This design comes from an exercise in tuning for small area and a short achievable clock period on the open sky130 flow, not from production work.
RTL that was checked went through simulation tests only; none was proved equivalent to the original.
Power figures rest on the tool's default switching activity, not on a simulated workload.

==> inputs of job 6213 <==
==> flow/design.v <==
`timescale 1ns/1ps
package mips_pkg;
	typedef logic [31:0] word_t;
	typedef logic [4:0]  reg_addr_t;
	typedef logic [5:0]  opcode_t;
	typedef logic [5:0]  funct_t;
	typedef logic [1:0]  alu_op_t;
	typedef logic [3:0]  alu_ctrl_t;
	localparam opcode_t OP_RTYPE = 6'h00;
	localparam opcode_t OP_BEQ   = 6'h04;
	localparam opcode_t OP_ADDI  = 6'h08;
	localparam opcode_t OP_LW    = 6'h23;
	localparam opcode_t OP_SW    = 6'h2b;
	localparam funct_t FUNCT_SLL = 6'h00;
	localparam funct_t FUNCT_SRL = 6'h02;
	localparam funct_t FUNCT_ADD = 6'h20;
	localparam funct_t FUNCT_SUB = 6'h22;
	localparam funct_t FUNCT_AND = 6'h24;
	localparam funct_t FUNCT_OR  = 6'h25;
	localparam funct_t FUNCT_SLT = 6'h2a;
	localparam alu_op_t ALUOP_ADD   = 2'b00;
	localparam alu_op_t ALUOP_SUB   = 2'b01;
	localparam alu_op_t ALUOP_FUNCT = 2'b10;
	localparam alu_ctrl_t ALU_AND = 4'b0000;
	localparam alu_ctrl_t ALU_OR  = 4'b0001;
	localparam alu_ctrl_t ALU_ADD = 4'b0010;
	localparam alu_ctrl_t ALU_SUB = 4'b0110;
	localparam alu_ctrl_t ALU_SLT = 4'b0111;
	localparam alu_ctrl_t ALU_SLL = 4'b1000;
	localparam alu_ctrl_t ALU_SRL = 4'b1001;
endpackage
`timescale 1ns/1ps
module mips_id_ex #(
	parameter int P_RF_DEPTH = 32
) (
	input  logic                i_clk,
	input  logic                i_reset,
	input  logic                i_instr_valid,
	input  mips_pkg::word_t     i_instr,
	input  mips_pkg::word_t     i_next_pc,
	input  logic                i_wb_en,
	input  mips_pkg::reg_addr_t i_wb_addr,
	input  mips_pkg::word_t     i_wb_data,
	output logic                o_ex_valid,
	output logic                o_branch,
	output logic                o_memread,
	output logic                o_memwrite,
	output logic                o_memtoreg,
	output logic                o_regwrite,
	output mips_pkg::word_t     o_branch_target,
	output logic                o_zero,
	output mips_pkg::word_t     o_alu_result,
	output mips_pkg::word_t     o_store_data,
	output mips_pkg::reg_addr_t o_dest_addr
);
	logic [31:1][31:0] regs;
	logic [31:1]       wsel;
	logic [31:0]       wdata;
	logic              wr_ok;
	assign wr_ok = i_wb_en && (i_wb_addr != 5'd0);
	assign wdata = i_reset ? 32'd0 : i_wb_data;
	always_comb
	begin
		for (int i = 1; i < 32; i++)
			wsel[i] = i_reset | (i_wb_en & (i_wb_addr == 5'(i)));
	end
	always_ff @(posedge i_clk)
	begin
		for (int i = 1; i < 32; i++)
			if (wsel[i])
				regs[i] <= wdata;
	end
	logic [5:0]  opcode;
	logic [5:0]  funct;
	logic [4:0]  addr_rs;
	logic [4:0]  addr_rt;
	logic [4:0]  addr_rd;
	logic        is_r, is_addi, is_lw, is_sw, is_beq;
	logic        f_sub, f_and, f_or, f_slt, f_sll, f_srl;
	logic        v;
	assign opcode  = i_instr[31:26];
	assign funct   = i_instr[5:0];
	assign addr_rs = i_instr[25:21];
	assign addr_rt = i_instr[20:16];
	assign addr_rd = i_instr[15:11];
	assign is_r    = (opcode == 6'h00);
	assign is_addi = (opcode == 6'h08);
	assign is_lw   = (opcode == 6'h23);
	assign is_sw   = (opcode == 6'h2b);
	assign is_beq  = (opcode == 6'h04);
	assign f_sub = (funct == 6'h22);
	assign f_and = (funct == 6'h24);
	assign f_or  = (funct == 6'h25);
	assign f_slt = (funct == 6'h2a);
	assign f_sll = (funct == 6'h00);
	assign f_srl = (funct == 6'h02);
	assign v = i_instr_valid & ~i_reset;
	logic [31:0] rs_raw, rt_raw, rs_data, rt_data;
	always_comb
	begin
		rs_raw = 32'd0;
		rt_raw = 32'd0;
		for (int i = 1; i < 32; i++)
		begin
			rs_raw = rs_raw | ({32{addr_rs == 5'(i)}} & regs[i]);
			rt_raw = rt_raw | ({32{addr_rt == 5'(i)}} & regs[i]);
		end
	end
	assign rs_data = (wr_ok && (i_wb_addr == addr_rs)) ? i_wb_data : rs_raw;
	assign rt_data = (wr_ok && (i_wb_addr == addr_rt)) ? i_wb_data : rt_raw;
	logic        alusrc, sub;
	logic [31:0] sext, bx;
	assign alusrc = is_addi | is_lw | is_sw;
	assign sub    = is_beq | (is_r & (f_sub | f_slt));
	assign sext   = {{16{i_instr[15]}}, i_instr[15:0]};
	assign bx     = (alusrc ? sext : rt_data) ^ {32{sub}};
	logic        id_valid, id_branch, id_memread, id_memwrite, id_regwrite;
	logic        id_sub, id_sum, id_and, id_or, id_slt, id_sll, id_srl;
	logic [31:0] id_rs, id_bx, id_rt, id_target;
	logic [4:0]  id_shamt;
	logic [4:0]  id_dest;
	always_ff @(posedge i_clk)
	begin
		id_valid    <= v;
		id_branch   <= v & is_beq;
		id_memread  <= v & is_lw;
		id_memwrite <= v & is_sw;
		id_regwrite <= v & (is_r | is_addi | is_lw);
	end
	always_ff @(posedge i_clk)
	begin
		id_sub    <= sub;
		id_and    <= is_r & f_and;
		id_or     <= is_r & f_or;
		id_slt    <= is_r & f_slt;
		id_sll    <= is_r & f_sll;
		id_srl    <= is_r & f_srl;
		id_sum    <= ~(is_r & (f_and | f_or | f_slt | f_sll | f_srl));
		id_rs     <= rs_data;
		id_bx     <= bx;
		id_rt     <= rt_data;
		id_shamt  <= i_instr[10:6];
		id_target <= i_next_pc + {sext[29:0], 2'b00};
		id_dest   <= is_r ? addr_rd : addr_rt;
	end
	logic [31:0] sum, shl, shr, res;
	logic [32:0] sum33;
	logic        slt, z_sum, z_and, z_or, z_shl, z_shr, zero;
	logic [31:0] k;
	assign sum33 = {id_rs, 1'b1} + {id_bx, id_sub};
	assign sum   = sum33[32:1];
	assign slt   = (id_rs[31] == id_bx[31]) ? id_rs[31] : sum[31];
	assign shl   = id_bx << id_shamt;
	assign shr   = id_bx >> id_shamt;
	assign res = ({32{id_sum}} & sum)
	           | ({32{id_and}} & (id_rs & id_bx))
	           | ({32{id_or}}  & (id_rs | id_bx))
	           | ({32{id_slt}} & {31'd0, slt})
	           | ({32{id_sll}} & shl)
	           | ({32{id_srl}} & shr);
	assign k     = {id_rs[30:0] | id_bx[30:0], id_sub};
	assign z_sum = ((id_rs ^ id_bx) == k);
	assign z_and = ((id_rs & id_bx) == 32'd0);
	assign z_or  = ((id_rs | id_bx) == 32'd0);
	assign z_shl = (shl == 32'd0);
	assign z_shr = (shr == 32'd0);
	assign zero = (id_sum & z_sum) | (id_and & z_and) | (id_or & z_or)
	            | (id_slt & ~slt) | (id_sll & z_shl) | (id_srl & z_shr);
	always_ff @(posedge i_clk)
	begin
		o_ex_valid <= id_valid & ~i_reset;
		o_branch   <= id_branch & ~i_reset;
		o_memread  <= id_memread & ~i_reset;
		o_memwrite <= id_memwrite & ~i_reset;
		o_memtoreg <= id_memread & ~i_reset;
		o_regwrite <= id_regwrite & ~i_reset;
	end
	always_ff @(posedge i_clk)
	begin
		o_branch_target <= id_target;
		o_zero          <= zero;
		o_alu_result    <= res;
		o_store_data    <= id_rt;
		o_dest_addr     <= id_dest;
	end
endmodule
==> flow/flow/run.sh <==
#!/bin/bash
# Standard layout with two changes: a plain buffer cell on the ports in place of the tool's
# default pick, and no full/half-adder cell extraction in synthesis (plain gates for abc).
set -euo pipefail
export BUFFER_PORTS_ARGS="-buffer_cell sky130_fd_sc_hd__buf_4"
bash standard.sh ADDER_MAP_FILE= finish > standard_flow.log 2>&1
==> flow/standard.sh <==
#!/bin/bash
# synth_recipe.tcl (not shown) runs the flow's synth.tcl, then flattens the netlist and writes it again
# the make line also repeats each setting of config.mk as NAME=value (left out here)
make -C /OpenROAD-flow-scripts/flow DESIGN_CONFIG=/design/flow/config.mk WORK_HOME=/design/flow/orfs CLKGATE_MAP_FILE= SYNTH_SCRIPT=/design/flow/synth_recipe.tcl "${@:-finish}"
==> flow/config.mk <==
export PLATFORM = sky130hd
export DESIGN_NAME = mips_id_ex
export DESIGN_NICKNAME = mips_id_ex
export VERILOG_FILES = /design/flow/design.v
export SDC_FILE = /design/flow/constraint.sdc
export NUM_CORES = 4
export LEC_CHECK = 0
export CAP_MARGIN = 20
export CORE_MARGIN = 2
export CORE_UTILIZATION = 40
export PLACE_DENSITY = 0.55
export SETUP_SLACK_MARGIN = 2.8
export SLEW_MARGIN = 20
==> flow/constraint.sdc <==
create_clock -name core_clock -period 5.5 [get_ports {i_clk}]
set_input_delay 1.1000 -clock core_clock [delete_from_list [all_inputs] [get_ports {i_clk}]]
set_output_delay 1.1000 -clock core_clock [all_outputs]
set_load 0.01 [all_outputs]
==> job 7190 (differences from job 6213) <==
--- a/flow/design.v
+++ b/flow/design.v
@@ -108,16 +108,10 @@
 	end
 	assign rs_data = (wr_ok && (i_wb_addr == addr_rs)) ? i_wb_data : rs_raw;
 	assign rt_data = (wr_ok && (i_wb_addr == addr_rt)) ? i_wb_data : rt_raw;
-	logic        alusrc, sub;
-	logic [31:0] sext, bx;
-	assign alusrc = is_addi | is_lw | is_sw;
-	assign sub    = is_beq | (is_r & (f_sub | f_slt));
-	assign sext   = {{16{i_instr[15]}}, i_instr[15:0]};
-	assign bx     = (alusrc ? sext : rt_data) ^ {32{sub}};
 	logic        id_valid, id_branch, id_memread, id_memwrite, id_regwrite;
-	logic        id_sub, id_sum, id_and, id_or, id_slt, id_sll, id_srl;
-	logic [31:0] id_rs, id_bx, id_rt, id_target;
-	logic [4:0]  id_shamt;
+	logic        id_alusrc, id_sub, id_and, id_or, id_slt, id_sll, id_srl;
+	logic [31:0] id_rs, id_rt, id_target;
+	logic [15:0] id_imm;
 	logic [4:0]  id_dest;
 	always_ff @(posedge i_clk)
 	begin
@@ -129,43 +123,66 @@
 	end
 	always_ff @(posedge i_clk)
 	begin
-		id_sub    <= sub;
+		id_alusrc <= is_addi | is_lw | is_sw;
+		id_sub    <= is_beq | (is_r & (f_sub | f_slt));
 		id_and    <= is_r & f_and;
 		id_or     <= is_r & f_or;
 		id_slt    <= is_r & f_slt;
 		id_sll    <= is_r & f_sll;
 		id_srl    <= is_r & f_srl;
-		id_sum    <= ~(is_r & (f_and | f_or | f_slt | f_sll | f_srl));
 		id_rs     <= rs_data;
-		id_bx     <= bx;
 		id_rt     <= rt_data;
-		id_shamt  <= i_instr[10:6];
-		id_target <= i_next_pc + {sext[29:0], 2'b00};
+		id_imm    <= i_instr[15:0];
+		id_target <= i_next_pc + {{14{i_instr[15]}}, i_instr[15:0], 2'b00};
 		id_dest   <= is_r ? addr_rd : addr_rt;
 	end
-	logic [31:0] sum, shl, shr, res;
+	logic [31:0] b, bx, sum, shl, shr, res;
 	logic [32:0] sum33;
 	logic        slt, z_sum, z_and, z_or, z_shl, z_shr, zero;
 	logic [31:0] k;
-	assign sum33 = {id_rs, 1'b1} + {id_bx, id_sub};
+	assign b     = id_alusrc ? {{16{id_imm[15]}}, id_imm} : id_rt;
+	assign bx    = b ^ {32{id_sub}};
+	assign sum33 = {id_rs, 1'b1} + {bx, id_sub};
 	assign sum   = sum33[32:1];
-	assign slt   = (id_rs[31] == id_bx[31]) ? id_rs[31] : sum[31];
-	assign shl   = id_bx << id_shamt;
-	assign shr   = id_bx >> id_shamt;
-	assign res = ({32{id_sum}} & sum)
-	           | ({32{id_and}} & (id_rs & id_bx))
-	           | ({32{id_or}}  & (id_rs | id_bx))
-	           | ({32{id_slt}} & {31'd0, slt})
-	           | ({32{id_sll}} & shl)
-	           | ({32{id_srl}} & shr);
-	assign k     = {id_rs[30:0] | id_bx[30:0], id_sub};
-	assign z_sum = ((id_rs ^ id_bx) == k);
-	assign z_and = ((id_rs & id_bx) == 32'd0);
-	assign z_or  = ((id_rs | id_bx) == 32'd0);
+	assign slt   = (id_rs[31] ^ id_rt[31]) ? id_rs[31] : sum[31];
+	assign shl   = id_rt << id_imm[10:6];
+	assign shr   = id_rt >> id_imm[10:6];
+	always_comb
+	begin
+		if (id_and)
+			res = id_rs & id_rt;
+		else if (id_or)
+			res = id_rs | id_rt;
+		else if (id_slt)
+			res = {31'd0, slt};
+		else if (id_sll)
+			res = shl;
+		else if (id_srl)
+			res = shr;
+		else
+			res = sum;
+	end
+	assign k     = {id_rs[30:0] | bx[30:0], id_sub};
+	assign z_sum = ((id_rs ^ bx) == k);
+	assign z_and = ((id_rs & id_rt) == 32'd0);
+	assign z_or  = ((id_rs | id_rt) == 32'd0);
 	assign z_shl = (shl == 32'd0);
 	assign z_shr = (shr == 32'd0);
-	assign zero = (id_sum & z_sum) | (id_and & z_and) | (id_or & z_or)
-	            | (id_slt & ~slt) | (id_sll & z_shl) | (id_srl & z_shr);
+	always_comb
+	begin
+		if (id_and)
+			zero = z_and;
+		else if (id_or)
+			zero = z_or;
+		else if (id_slt)
+			zero = ~slt;
+		else if (id_sll)
+			zero = z_shl;
+		else if (id_srl)
+			zero = z_shr;
+		else
+			zero = z_sum;
+	end
 	always_ff @(posedge i_clk)
 	begin
 		o_ex_valid <= id_valid & ~i_reset;
==> flow/run.sh (new file) <==
#!/bin/bash
# synth_recipe.tcl (not shown) runs the flow's synth.tcl, then flattens the netlist and writes it again
# the make line also repeats each setting of config.mk as NAME=value (left out here)
make -C /OpenROAD-flow-scripts/flow DESIGN_CONFIG=/design/flow/config.mk WORK_HOME=/design/flow/orfs CLKGATE_MAP_FILE= SYNTH_SCRIPT=/design/flow/synth_recipe.tcl finish
- CORE_UTILIZATION: 40 -> 25
- PLACE_DENSITY: 0.55 -> 0.45
- SETUP_SLACK_MARGIN: 2.8 -> default
removed: flow/flow/run.sh
removed: flow/standard.sh
==> job 4819 (differences from job 6213) <==
--- a/flow/design.v
+++ b/flow/design.v
@@ -95,29 +95,45 @@
 	assign f_sll = (funct == 6'h00);
 	assign f_srl = (funct == 6'h02);
 	assign v = i_instr_valid & ~i_reset;
-	logic [31:0] rs_raw, rt_raw, rs_data, rt_data;
+	logic [31:1] dec_rs, dec_rt, wr_dec;
+	logic        byp_rs, byp_rt;
+	logic [31:0] rs_data, rt_data;
 	always_comb
 	begin
-		rs_raw = 32'd0;
-		rt_raw = 32'd0;
 		for (int i = 1; i < 32; i++)
 		begin
-			rs_raw = rs_raw | ({32{addr_rs == 5'(i)}} & regs[i]);
-			rt_raw = rt_raw | ({32{addr_rt == 5'(i)}} & regs[i]);
+			wr_dec[i] = i_wb_en & (i_wb_addr == 5'(i));
+			dec_rs[i] = (addr_rs == 5'(i)) & ~wr_dec[i];
+			dec_rt[i] = (addr_rt == 5'(i)) & ~wr_dec[i];
 		end
 	end
-	assign rs_data = (wr_ok && (i_wb_addr == addr_rs)) ? i_wb_data : rs_raw;
-	assign rt_data = (wr_ok && (i_wb_addr == addr_rt)) ? i_wb_data : rt_raw;
+	assign byp_rs = wr_ok & (i_wb_addr == addr_rs);
+	assign byp_rt = wr_ok & (i_wb_addr == addr_rt);
+	always_comb
+	begin
+		rs_data = {32{byp_rs}} & i_wb_data;
+		rt_data = {32{byp_rt}} & i_wb_data;
+		for (int i = 1; i < 32; i++)
+		begin
+			rs_data = rs_data | ({32{dec_rs[i]}} & regs[i]);
+			rt_data = rt_data | ({32{dec_rt[i]}} & regs[i]);
+		end
+	end
 	logic        alusrc, sub;
-	logic [31:0] sext, bx;
+	logic [31:0] sext, bx, pp, gg;
 	assign alusrc = is_addi | is_lw | is_sw;
 	assign sub    = is_beq | (is_r & (f_sub | f_slt));
 	assign sext   = {{16{i_instr[15]}}, i_instr[15:0]};
-	assign bx     = (alusrc ? sext : rt_data) ^ {32{sub}};
+	assign bx     = alusrc ? sext : (rt_data ^ {32{sub}});
+	assign pp     = rs_data ^ bx;
+	assign gg     = rs_data & bx;
+	logic [4:0] shamt, rot;
+	assign shamt = i_instr[10:6];
+	assign rot   = f_srl ? shamt : (5'd0 - shamt);
 	logic        id_valid, id_branch, id_memread, id_memwrite, id_regwrite;
-	logic        id_sub, id_sum, id_and, id_or, id_slt, id_sll, id_srl;
-	logic [31:0] id_rs, id_bx, id_rt, id_target;
-	logic [4:0]  id_shamt;
+	logic        id_sub, id_sum, id_slt, id_and, id_or, id_sh, id_srl;
+	logic [31:0] id_p, id_g, id_rt, id_target;
+	logic [4:0]  id_shamt, id_rot;
 	logic [4:0]  id_dest;
 	always_ff @(posedge i_clk)
 	begin
@@ -130,42 +146,53 @@
 	always_ff @(posedge i_clk)
 	begin
 		id_sub    <= sub;
+		id_sum    <= ~(is_r & (f_and | f_or | f_slt | f_sll | f_srl));
+		id_slt    <= is_r & f_slt;
 		id_and    <= is_r & f_and;
 		id_or     <= is_r & f_or;
-		id_slt    <= is_r & f_slt;
-		id_sll    <= is_r & f_sll;
-		id_srl    <= is_r & f_srl;
-		id_sum    <= ~(is_r & (f_and | f_or | f_slt | f_sll | f_srl));
-		id_rs     <= rs_data;
-		id_bx     <= bx;
+		id_sh     <= is_r & (f_sll | f_srl);
+		id_srl    <= f_srl;
+		id_p      <= pp;
+		id_g      <= gg;
 		id_rt     <= rt_data;
-		id_shamt  <= i_instr[10:6];
+		id_shamt  <= shamt;
+		id_rot    <= rot;
 		id_target <= i_next_pc + {sext[29:0], 2'b00};
 		id_dest   <= is_r ? addr_rd : addr_rt;
 	end
-	logic [31:0] sum, shl, shr, res;
-	logic [32:0] sum33;
-	logic        slt, z_sum, z_and, z_or, z_shl, z_shr, zero;
+	logic [31:0] gk0, gk1, gk2, gk3, gk4, gk5;
+	logic [31:0] pk0, pk1, pk2, pk3, pk4;
+	logic [32:0] carry;
+	logic [31:0] sum, keep, shin, shout, logic_res, res;
+	logic        slt, z_sum, z_logic, zero;
 	logic [31:0] k;
-	assign sum33 = {id_rs, 1'b1} + {id_bx, id_sub};
-	assign sum   = sum33[32:1];
-	assign slt   = (id_rs[31] == id_bx[31]) ? id_rs[31] : sum[31];
-	assign shl   = id_bx << id_shamt;
-	assign shr   = id_bx >> id_shamt;
-	assign res = ({32{id_sum}} & sum)
-	           | ({32{id_and}} & (id_rs & id_bx))
-	           | ({32{id_or}}  & (id_rs | id_bx))
-	           | ({32{id_slt}} & {31'd0, slt})
-	           | ({32{id_sll}} & shl)
-	           | ({32{id_srl}} & shr);
-	assign k     = {id_rs[30:0] | id_bx[30:0], id_sub};
-	assign z_sum = ((id_rs ^ id_bx) == k);
-	assign z_and = ((id_rs & id_bx) == 32'd0);
-	assign z_or  = ((id_rs | id_bx) == 32'd0);
-	assign z_shl = (shl == 32'd0);
-	assign z_shr = (shr == 32'd0);
-	assign zero = (id_sum & z_sum) | (id_and & z_and) | (id_or & z_or)
-	            | (id_slt & ~slt) | (id_sll & z_shl) | (id_srl & z_shr);
+	assign gk0 = {id_g[31:1], id_g[0] | (id_p[0] & id_sub)};
+	assign pk0 = id_p;
+	assign gk1 = gk0 | (pk0 & {gk0[30:0], 1'b0});
+	assign pk1 = pk0 & {pk0[30:0], 1'b1};
+	assign gk2 = gk1 | (pk1 & {gk1[29:0], 2'b0});
+	assign pk2 = pk1 & {pk1[29:0], 2'b11};
+	assign gk3 = gk2 | (pk2 & {gk2[27:0], 4'b0});
+	assign pk3 = pk2 & {pk2[27:0], 4'hf};
+	assign gk4 = gk3 | (pk3 & {gk3[23:0], 8'b0});
+	assign pk4 = pk3 & {pk3[23:0], 8'hff};
+	assign gk5 = gk4 | (pk4 & {gk4[15:0], 16'b0});
+	assign carry = {gk5, id_sub};
+	assign sum   = id_p ^ carry[31:0];
+	assign slt   = id_p[31] ? ~carry[31] : id_g[31];
+	assign keep = id_srl ? (32'hffff_ffff << id_shamt) : (32'hffff_ffff >> id_shamt);
+	assign shin  = id_rt & keep;
+	assign shout = {shin, shin} >> id_rot;
+	assign logic_res = ({32{id_and}} & id_g)
+	                 | ({32{id_or}}  & (id_g | id_p))
+	                 | ({32{id_sh}}  & shout);
+	assign res = ({32{id_sum}} & sum) | ({32{id_slt}} & {31'd0, slt}) | logic_res;
+	assign k       = {id_g[30:0] | id_p[30:0], id_sub};
+	assign z_sum   = (id_p == k);
+	assign z_logic = ((({32{id_and}} & id_g)
+	                 | ({32{id_or}}  & (id_g | id_p))
+	                 | ({32{id_sh}}  & shin)) == 32'd0);
+	assign zero = id_sum ? z_sum : (id_slt ? ~slt : z_logic);
 	always_ff @(posedge i_clk)
 	begin
 		o_ex_valid <= id_valid & ~i_reset;
==> flow/flow/run.sh (replaced) <==
#!/bin/bash
# Standard layout with three changes: a plain buffer cell on the ports in place of the tool's
# default pick, no full/half-adder cell extraction in synthesis (plain gates for abc), and a
# clock tree of smaller buffers without dummy loads.
set -euo pipefail
export BUFFER_PORTS_ARGS="-buffer_cell sky130_fd_sc_hd__buf_2"
export CTS_ARGS="-sink_clustering_enable -repair_clock_nets -dont_use_dummy_load -root_buf sky130_fd_sc_hd__clkbuf_16 -buf_list sky130_fd_sc_hd__clkbuf_8 -sink_clustering_size 20"
bash standard.sh ADDER_MAP_FILE= finish > standard_flow.log 2>&1
- SETUP_SLACK_MARGIN: 2.8 -> 2.55
- TNS_END_PERCENT: default -> 20
==> results.txt <==
Outcome: job 6213 no timing/DRC/antenna violations; job 7190 no timing/DRC/antenna violations; job 4819 no timing/DRC/antenna violations
Area share of the largest cell type after synthesis: job 6213 52.8%; job 7190 52.5%; job 4819 54.3%
Share of total power consumed by net switching: job 6213 31.1%; job 7190 31.9%; job 4819 30.5%
Drt total wl: job 6213 310 mm; job 7190 317 mm; job 4819 284 mm
Total via count in the routed design: job 6213 51300; job 7190 49500; job 4819 48800
Avg Cell Area, Syn: job 6213 12.8 um2; job 7190 12.9 um2; job 4819 13.0 um2
Unrepaired setup endpoints after global routing: job 6213 yes; job 7190 no; job 4819 yes
Detailed-placement wirelength estimate: job 6213 189 mm; job 7190 198 mm; job 4819 159 mm
Routed length on met3: job 6213 48.4 mm; job 7190 42.7 mm; job 4819 47.3 mm
Critical path class: job 6213 reg2reg; job 7190 reg2reg; job 4819 in2reg
Final min period: job 6213 3380 ps; job 7190 4280 ps; job 4819 3250 ps
Signed area change from the synthesized netlist to the final layout: job 6213 28.4%; job 7190 21.6%; job 4819 19.2%
Area occupied by registers: job 6213 35000 um2; job 7190 34500 um2; job 4819 35000 um2
Combinational share of power: job 6213 20.1%; job 7190 20.8%; job 4819 17.0%
Internal power: job 6213 18900 uW; job 7190 18400 uW; job 4819 16100 uW
Antenna violations before repair: job 6213 18; job 7190 29; job 4819 13
Number of flip-flops and latches in the synthesized netlist: job 6213 1249; job 7190 1228; job 4819 1253
Core outline area: job 6213 140000 um2; job 7190 225000 um2; job 4819 136000 um2
Vias in the first global route: job 6213 47400; job 7190 46200; job 4819 45800
Post-synthesis share of cell area spent on and, or, nand and nor gates: job 6213 8.06%; job 7190 7.90%; job 4819 9.66%
Area fraction in compound gates after synthesis: job 6213 20.2%; job 7190 19.9%; job 4819 19.1%
Met3 usage in global routing: job 6213 17.7%; job 7190 8.83%; job 4819 19.2%
Fraction of power consumed by sequential logic: job 6213 45.5%; job 7190 45.1%; job 4819 54.3%
Count of non-filler cells in the finished layout: job 6213 6957; job 7190 7771; job 4819 6495
For job 6213, only the layout was checked, not whether the RTL still works.

separate check: timing with driven ports:
No port has a modelled driver above. Below, the same layouts with a new extraction and two added sets of constraints.
Step 1, drivers: a clkbuf_16 drives i_clk and a buf_2 each remaining input, both assumed.
Step 2 times the ports against the registers' clock, not the clock port: input delays grow and output delays shrink by t, the midpoint of the rising clock arrivals with the driver on.
a / b / c = ideal ports / drivers / drivers and shift; a / b = the first two.
run | t (ns) | setup WS [ns] | slew at the worst register clock pin (ns)
job 6213 | 0.889 | 2.118 / 2.118 / 1.768 | 0.07 / 0.07
job 7190 | 0.891 | 1.217 / 1.217 / 0.482 | 0.09 / 0.09
job 4819 | 0.861 | 2.248 / 2.274 / 1.413 | 0.07 / 0.07
After both steps every run listed still meets setup and hold. For job 4819, which loses most, drivers alone change the setup slack by +0.026 ns; drivers and shift together by -0.835 ns.
